Source: an optimization exercise on an open RTL-to-GDS flow (aim: small area). Production flows keep margins and buffers that such runs may drop.
Only simulation tests tie the RTL to the original design; equivalence was not proved.

==> trial 91: inputs <==
==> flow/design.v <==
module apb_slave_mem #(
   parameter int MEM_DEPTH   = 64,
   parameter int WAIT_STATES = 0
) (
   input  logic        PCLK,
   input  logic        PRESETn,
   input  logic        PSELx,
   input  logic        PENABLE,
   input  logic        PWRITE,
   input  logic [31:0] PADDR,
   input  logic [31:0] PWDATA,
   output logic [31:0] PRDATA,
   output logic        PREADY,
   output logic        PSLVERR,
   output logic        dbg_state_o
);
   logic        state_q;
   logic [5:0]  addr_q;
   logic        wr_q;
   logic        err_q;
   logic [5:0]  rot_q;
   logic        rst_q;
   logic        pend_q;
   logic [31:0] pdata_q;
   logic [31:0] prdata_q;
   logic [31:0] prdata_d;
   logic [31:0] ring_q [64];
   logic [31:0] ring_d [64];
   logic        setup_hit;
   logic        setup_err;
   logic        wen;
   logic        clr;
   logic [5:0]  rd_pos;
   logic [5:0]  wr_pos;
   logic        wr_now;
   logic        ins;
   logic [31:0] ins_v;
   logic [31:0] col_a;
   logic [31:0] col_b;
   logic [31:0] ld;
   logic [31:0] ld_n;
   logic [63:0] rd_sel;
   logic        rd_kill;
   logic        rd_byp;
   assign setup_hit = !state_q && PSELx && !PENABLE;
   assign setup_err = (PADDR[1:0] != 2'b00) || (PADDR[31:8] != 24'd0);
   assign wen       = state_q && PSELx && PENABLE && wr_q && !err_q;
   assign clr       = !PRESETn || rst_q;
   assign PREADY      = state_q;
   assign PSLVERR     = state_q && err_q;
   assign PRDATA      = prdata_q;
   assign dbg_state_o = state_q;
   assign wr_pos = addr_q + rot_q;
   assign rd_pos = PADDR[7:2] + rot_q;
   assign wr_now = wen && wr_pos[0];
   assign ins    = wr_now || pend_q;
   assign ins_v  = clr ? 32'h0 : (pend_q ? pdata_q : PWDATA);
   assign col_a  = ~ins_v;
   assign col_b  = ins_v;
   always_comb begin
      logic [5:0] k;
      k = wr_pos + 6'd2;
      for (int e = 0; e < 32; e++) begin
         ld[e]   = clr || (ins && k[5:1] == 5'(e));
         ld_n[e] = !ld[e];
      end
      for (int i = 0; i < 64; i++) rd_sel[i] = (rd_pos == 6'(i));
   end
   for (genvar e = 0; e < 32; e++) begin : g_even
      for (genvar j = 0; j < 32; j++) begin : g_bit
         apb_mem_nxt u_nxt (
            .ld(ld[e]), .ld_n(ld_n[e]), .d_n(e[0] ? col_b[j] : col_a[j]),
            .q(ring_q[(2*e+63)%64][j]), .y(ring_d[2*e][j])
         );
      end
      assign ring_d[2*e+1] = ring_q[2*e];
   end
   always_ff @(posedge PCLK) begin
      for (int i = 0; i < 64; i++) ring_q[i] <= ring_d[i];
   end
   always_ff @(posedge PCLK) begin
      if (!PRESETn) rot_q <= '0;
      else          rot_q <= rot_q + 6'd1;
   end
   always_ff @(posedge PCLK) begin
      rst_q   <= !PRESETn;
      pend_q  <= PRESETn && wen && !wr_pos[0];
      pdata_q <= PWDATA;
   end
   assign rd_kill = !PRESETn || setup_err || (rst_q && rd_pos[0]);
   assign rd_byp  = pend_q && (PADDR[7:2] == addr_q);
   for (genvar j = 0; j < 32; j++) begin : g_col
      logic [21:0] grp_n;
      for (genvar g = 0; g < 21; g++) begin : g_grp
         apb_rd_aoi3 u_aoi (
            .s0(rd_sel[3*g]),   .d0(ring_q[3*g][j]),
            .s1(rd_sel[3*g+1]), .d1(ring_q[3*g+1][j]),
            .s2(rd_sel[3*g+2]), .d2(ring_q[3*g+2][j]),
            .y(grp_n[g])
         );
      end
      assign grp_n[21] = !(rd_sel[63] && ring_q[63][j]);
      apb_rd_fin u_fin (
         .grp_n(grp_n), .pol(rd_pos[1]), .kill(rd_kill), .byp(rd_byp), .bd(pdata_q[j]),
         .d(prdata_d[j])
      );
   end
   always_ff @(posedge PCLK) begin
      if (!PRESETn || (setup_hit && !PWRITE)) prdata_q <= prdata_d;
   end
   always_ff @(posedge PCLK) begin
      if (!PRESETn) state_q <= 1'b0;
      else          state_q <= setup_hit;
   end
   always_ff @(posedge PCLK) begin
      if (setup_hit) begin
         addr_q <= PADDR[7:2];
         wr_q   <= PWRITE;
         err_q  <= setup_err;
      end
   end
endmodule
module apb_mem_nxt (
   input  logic ld,
   input  logic ld_n,
   input  logic d_n,
   input  logic q,
   output logic y
);
   assign y = !((ld || q) && (ld_n || d_n));
endmodule
module apb_rd_aoi3 (
   input  logic s0, d0, s1, d1, s2, d2,
   output logic y
);
   assign y = !((s0 && d0) || (s1 && d1) || (s2 && d2));
endmodule
module apb_rd_fin (
   input  logic [21:0] grp_n,
   input  logic        pol,
   input  logic        kill,
   input  logic        byp,
   input  logic        bd,
   output logic        d
);
   assign d = !kill && (byp ? bd : ((!(&grp_n)) ^ pol));
endmodule
==> flow/run.sh <==
#!/bin/bash
# synth_recipe.tcl (not shown) runs the flow's synth.tcl, then flattens the netlist and writes it again
# the make line also repeats each setting of config.mk as NAME=value (left out here)
make -C /OpenROAD-flow-scripts/flow DESIGN_CONFIG=/design/flow/config.mk WORK_HOME=/design/flow/orfs CLKGATE_MAP_FILE= SYNTH_SCRIPT=/design/flow/synth_recipe.tcl finish
==> flow/config.mk <==
export PLATFORM = sky130hd
export DESIGN_NAME = apb_slave_mem
export DESIGN_NICKNAME = apb_slave_mem
export VERILOG_FILES = /design/flow/design.v
export SDC_FILE = /design/flow/constraint.sdc
export NUM_CORES = 4
export LEC_CHECK = 0
export CAP_MARGIN = 20
export CORE_MARGIN = 2
export CORE_UTILIZATION = 60
export SLEW_MARGIN = 20
export SYNTH_HIERARCHICAL = 1
==> flow/constraint.sdc <==
create_clock -name core_clock -period 5.0 [get_ports {PCLK}]
set_input_delay 1.0000 -clock core_clock [delete_from_list [all_inputs] [get_ports {PCLK}]]
set_output_delay 1.0000 -clock core_clock [all_outputs]
set_load 0.01 [all_outputs]
==> inputs of build 40, as changes to trial 91 <==
==> flow/design.v, changed modules only <==
module apb_slave_mem #(
   parameter int MEM_DEPTH   = 64,
   parameter int WAIT_STATES = 0
) (
   input  logic        PCLK,
   input  logic        PRESETn,
   input  logic        PSELx,
   input  logic        PENABLE,
   input  logic        PWRITE,
   input  logic [31:0] PADDR,
   input  logic [31:0] PWDATA,
   output logic [31:0] PRDATA,
   output logic        PREADY,
   output logic        PSLVERR,
   output logic        dbg_state_o
);
   logic        state_q;
   logic [5:0]  addr_q;
   logic        wr_q;
   logic        err_q;
   logic [5:0]  rot_q;
   logic        rst_q;
   logic        pend_q;
   logic [31:0] pdata_q;
   logic [31:0] prdata_q;
   logic [31:0] prdata_d;
   logic [31:0] ring_q [64];
   logic [31:0] ring_d [64];
   logic        setup_hit;
   logic        setup_err;
   logic        wen;
   logic        clr;
   logic [5:0]  rd_pos;
   logic [5:0]  wr_pos;
   logic        wr_now;
   logic        ins;
   logic [31:0] ins_v;
   logic [31:0] col_a;
   logic [31:0] col_b;
   logic [31:0] ld;
   logic [31:0] ld_n;
   logic [63:0] rd_sel;
   logic        rd_kill;
   logic        rd_byp;
   logic        rd_on;
   logic        rd_inv;
   assign setup_hit = !state_q && PSELx && !PENABLE;
   assign setup_err = (PADDR[1:0] != 2'b00) || (PADDR[31:8] != 24'd0);
   assign wen       = state_q && PSELx && PENABLE && wr_q && !err_q;
   assign clr       = !PRESETn || rst_q;
   assign PREADY      = state_q;
   assign PSLVERR     = state_q && err_q;
   assign PRDATA      = prdata_q;
   assign dbg_state_o = state_q;
   assign wr_pos = addr_q + rot_q;
   assign rd_pos = PADDR[7:2] + rot_q;
   assign wr_now = wen && wr_pos[0];
   assign ins    = wr_now || pend_q;
   assign ins_v  = clr ? 32'h0 : (pend_q ? pdata_q : PWDATA);
   assign col_a  = ~ins_v;
   assign col_b  = ins_v;
   always_comb begin
      logic [5:0] k;
      k = wr_pos + 6'd2;
      for (int e = 0; e < 32; e++) begin
         ld[e]   = clr || (ins && k[5:1] == 5'(e));
         ld_n[e] = !ld[e];
      end
   end
   apb_rd_dec u_rd_dec (.p(rd_pos), .sel(rd_sel));
   for (genvar e = 0; e < 32; e++) begin : g_even
      for (genvar j = 0; j < 32; j++) begin : g_bit
         apb_mem_nxt u_nxt (
            .ld(ld[e]), .ld_n(ld_n[e]), .d_n(e[0] ? col_b[j] : col_a[j]),
            .q(ring_q[(2*e+63)%64][j]), .y(ring_d[2*e][j])
         );
      end
      assign ring_d[2*e+1] = ring_q[2*e];
   end
   always_ff @(posedge PCLK) begin
      for (int i = 0; i < 64; i++) ring_q[i] <= ring_d[i];
   end
   always_ff @(posedge PCLK) begin
      if (!PRESETn) rot_q <= '0;
      else          rot_q <= rot_q + 6'd1;
   end
   always_ff @(posedge PCLK) begin
      rst_q   <= !PRESETn;
      pend_q  <= PRESETn && wen && !wr_pos[0];
      pdata_q <= PWDATA;
   end
   assign rd_kill = !PRESETn || setup_err || (rst_q && rd_pos[0]);
   assign rd_byp  = pend_q && (PADDR[7:2] == addr_q) && !rd_kill;
   assign rd_on   = !rd_kill && !rd_byp;
   apb_pos1 u_pos1 (.a(PADDR[3:2]), .r(rot_q[1:0]), .p1(rd_inv));
   for (genvar j = 0; j < 32; j++) begin : g_col
      logic [10:0] c0_n;
      logic [10:0] c1_n;
      for (genvar g = 0; g < 11; g++) begin : g_grp
         localparam int M0 = 3*g, M1 = 3*g+1, M2 = 3*g+2;
         if (g < 10) begin : g_full
            apb_rd_aoi3 u_aoi0 (
               .s0(rd_sel[4*(M0/2)+M0%2]), .d0(ring_q[4*(M0/2)+M0%2][j]),
               .s1(rd_sel[4*(M1/2)+M1%2]), .d1(ring_q[4*(M1/2)+M1%2][j]),
               .s2(rd_sel[4*(M2/2)+M2%2]), .d2(ring_q[4*(M2/2)+M2%2][j]),
               .y(c0_n[g])
            );
            apb_rd_aoi3 u_aoi1 (
               .s0(rd_sel[4*(M0/2)+2+M0%2]), .d0(ring_q[4*(M0/2)+2+M0%2][j]),
               .s1(rd_sel[4*(M1/2)+2+M1%2]), .d1(ring_q[4*(M1/2)+2+M1%2][j]),
               .s2(rd_sel[4*(M2/2)+2+M2%2]), .d2(ring_q[4*(M2/2)+2+M2%2][j]),
               .y(c1_n[g])
            );
         end else begin : g_last
            apb_rd_aoi2 u_aoi0 (
               .s0(rd_sel[60]), .d0(ring_q[60][j]), .s1(rd_sel[61]), .d1(ring_q[61][j]),
               .y(c0_n[g])
            );
            apb_rd_aoi2 u_aoi1 (
               .s0(rd_sel[62]), .d0(ring_q[62][j]), .s1(rd_sel[63]), .d1(ring_q[63][j]),
               .y(c1_n[g])
            );
         end
      end
      apb_rd_fin u_fin (
         .c0_n(c0_n), .c1_n(c1_n), .inv(rd_inv), .on(rd_on), .byp(rd_byp), .bd(pdata_q[j]), .d(prdata_d[j])
      );
   end
   always_ff @(posedge PCLK) begin
      if (!PRESETn || (setup_hit && !PWRITE)) prdata_q <= prdata_d;
   end
   always_ff @(posedge PCLK) begin
      if (!PRESETn) state_q <= 1'b0;
      else          state_q <= setup_hit;
   end
   always_ff @(posedge PCLK) begin
      if (setup_hit) begin
         addr_q <= PADDR[7:2];
         wr_q   <= PWRITE;
         err_q  <= setup_err;
      end
   end
endmodule
module apb_rd_dec (
   input  logic [5:0]  p,
   output logic [63:0] sel
);
   logic [7:0] lo_n, hi_n;
   apb_dec3n u_dlo (.a(p[2:0]), .y_n(lo_n));
   apb_dec3n u_dhi (.a(p[5:3]), .y_n(hi_n));
   for (genvar i = 0; i < 64; i++) begin : g_sel
      assign sel[i] = !(hi_n[i/8] || lo_n[i%8]);
   end
endmodule
module apb_pos1 (
   input  logic [1:0] a,
   input  logic [1:0] r,
   output logic       p1
);
   assign p1 = a[1] ^ r[1] ^ (a[0] && r[0]);
endmodule
module apb_dec3n (
   input  logic [2:0] a,
   output logic [7:0] y_n
);
   for (genvar k = 0; k < 8; k++) begin : g_k
      assign y_n[k] = (a != 3'(k));
   end
endmodule
module apb_rd_aoi2 (
   input  logic s0, d0, s1, d1,
   output logic y
);
   assign y = !((s0 && d0) || (s1 && d1));
endmodule
module apb_rd_fin (
   input  logic [10:0] c0_n,
   input  logic [10:0] c1_n,
   input  logic        inv,
   input  logic        on,
   input  logic        byp,
   input  logic        bd,
   output logic        d
);
   assign d = (on && (!(&c0_n) || (inv && (&c1_n)))) || (byp && bd);
endmodule
==> flow/flow/run.sh (new file) <==
#!/bin/bash
# Standard ORFS layout (standard.sh, so the standard synthesis) with these changes:
#  - floorplan removes synthesis buffers instead of sizing cells up for timing
#    before placement (REMOVE_ABC_BUFFERS),
#  - port buffers are buf_1 instead of the default delay-buffer cell,
#  - before global placement, place_pre.tcl buffers each high-fanout net once,
#  - the placement repair (resize step) may only use small cells (resize_pre.tcl),
#  - CTS uses clkbuf_16 with sink clusters of at most 15 and no dummy loads.
# ORFS writes each step's log under orfs/logs; make's own output goes to
# standard_make.log.
set -euo pipefail
F="$PWD/flow"
export REMOVE_ABC_BUFFERS=1
export BUFFER_PORTS_ARGS="-buffer_cell sky130_fd_sc_hd__buf_1"
export PRE_GLOBAL_PLACE_TCL="$F/place_pre.tcl"
export PRE_RESIZE_TCL="$F/resize_pre.tcl"
export CTS_ARGS="-sink_clustering_enable -repair_clock_nets -buf_list {sky130_fd_sc_hd__clkbuf_16} -sink_clustering_size 15 -sink_clustering_max_diameter 60 -dont_use_dummy_load"
bash standard.sh finish > "$PWD/standard_make.log" 2>&1
==> flow/flow/place_pre.tcl (new file) <==
# Runs before global placement (on the placement made without the pins).
# Buffer each high-fanout signal net once: one buffer at the centre of its
# loads (buf_4 for 24 loads and up, else buf_2). Global placement then places
# the buffers with everything else, and the resize step's repair only fixes
# what is left.
set nbuf 0
foreach net [[ord::get_db_block] getNets] {
  set t [$net getSigType]
  if {$t eq "POWER" || $t eq "GROUND" || $t eq "CLOCK"} continue
  set loads {}
  set has_drv 0
  foreach it [$net getITerms] {
    if {[$it isOutputSignal]} { set has_drv 1 } elseif {[$it isInputSignal]} { lappend loads $it }
  }
  if {!$has_drv || [llength $loads] < 12 || [llength [$net getBTerms]] > 0} continue
  set sx 0; set sy 0
  foreach it $loads {
    set b [[$it getInst] getBBox]
    set sx [expr {$sx + ([$b xMin] + [$b xMax]) / 2}]
    set sy [expr {$sy + ([$b yMin] + [$b yMax]) / 2}]
  }
  set n [llength $loads]
  set x [expr {$sx / $n / 1000.0}]
  set y [expr {$sy / $n / 1000.0}]
  set cell [expr {$n >= 24 ? "sky130_fd_sc_hd__buf_4" : "sky130_fd_sc_hd__buf_2"}]
  insert_buffer -net [$net getName] -buffer_cell $cell -location [list $x $y]
  incr nbuf
}
puts "place_pre.tcl: inserted $nbuf fanout buffers"

==> flow/flow/resize_pre.tcl (new file) <==
# Runs before the placement repair (resize step).
# Keep the repair to small cells: no drive 4 and up, no bufbuf.
set big {}
foreach lc [get_lib_cells sky130_fd_sc_hd__*] {
  set name [get_name $lc]
  if {[regexp {_(4|6|8|12|16)$} $name] || [string match "*bufbuf*" $name]} { lappend big $name }
}
set_dont_use $big
puts "resize_pre.tcl: dont_use [llength $big] cells"
==> flow/standard.sh (new file) <==
#!/bin/bash
# synth_recipe.tcl (not shown) runs the flow's synth.tcl, then flattens the netlist and writes it again
# the make line also repeats each setting of config.mk as NAME=value (left out here)
make -C /OpenROAD-flow-scripts/flow DESIGN_CONFIG=/design/flow/config.mk WORK_HOME=/design/flow/orfs CLKGATE_MAP_FILE= SYNTH_SCRIPT=/design/flow/synth_recipe.tcl "${@:-finish}"
--- a/flow/config.mk
+++ b/flow/config.mk
@@ -6,7 +6,9 @@
 export NUM_CORES = 4
 export LEC_CHECK = 0
-export CAP_MARGIN = 20
+export CAP_MARGIN = 10
 export CORE_MARGIN = 2
-export CORE_UTILIZATION = 60
-export SLEW_MARGIN = 20
+export CORE_UTILIZATION = 50
+export GPL_TIMING_DRIVEN = 0
+export SETUP_SLACK_MARGIN = 0.5
+export SLEW_MARGIN = 10
 export SYNTH_HIERARCHICAL = 1
removed: flow/run.sh
==> run summary <==
Status: build 40 complete, no violations; trial 91 complete, no violations
Maximum net fanout on the critical path: build 40 32; trial 91 14
Clock network area share: build 40 5.853%; trial 91 7.986%
Multi-input combinational cell area: build 40 17770 um^2; trial 91 20060 um^2
Least setup slack across all paths after layout: build 40 568.0 ps; trial 91 127.7 ps
Area of all sequential standard cells: build 40 43020 um^2; trial 91 43020 um^2
Fraction of area in multi-input gates: build 40 25.82%; trial 91 25.32%
Slew @ Worst Pin: build 40 1337 ps; trial 91 1294 ps
Worst setup slack before clock tree synthesis: build 40 -295.2 ps; trial 91 -960.1 ps
RSZ-0062 raised after global routing: build 40 true; trial 91 false
DRT met1 WL: build 40 104700 um; trial 91 96000 um
Postcts setup bufs: build 40 0; trial 91 2
Yosys top cell area share: build 40 68.36%; trial 91 67.83%
Stage delay of the slowest cell on the critical path: build 40 740 ps; trial 91 630 ps
Fin crit period: build 40 4432 ps; trial 91 4872 ps
Post-Route Skew: build 40 81.08 ps; trial 91 27.99 ps
Post-synth design cell area: build 40 61180 um^2; trial 91 61660 um^2
Number of DRC markers in iteration 0: build 40 12260; trial 91 13150
Cell area after placement: build 40 64690 um^2; trial 91 72690 um^2
Register-to-Register Path Depth: build 40 14; trial 91 16

-- static timing again, ports no longer ideal --
No port has a modelled driver above. Below, the same layouts with a new extraction and two added sets of constraints. Step 1 assumes that a clkbuf_16 drives the clock port and a buf_2 every other input. Step 2 moves the port delays by t, midway between the first and last clock arrival at a register: inputs arrive t later, outputs are due t later. That takes back most of the time a late clock gives input paths. Slacks: ideal / step 1 / step 2; pairs: ideal / step 1.
run	shift t [ns]	setup slack, ns	worst hold slack (ns)	worst setup path at the end
trial 91	0.889	0.128 / 0.180 / -0.709	0.337 / 0.337 / 0.337	input to register
build 40	0.826	0.568 / 0.615 / -0.201	0.310 / 0.287 / 0.310	input to register
Met with ideal ports but missed after step 2: setup timing in trial 91 and build 40. For trial 91, which loses most, drivers alone change the setup slack by +0.052 ns; drivers and shift together by -0.837 ns.
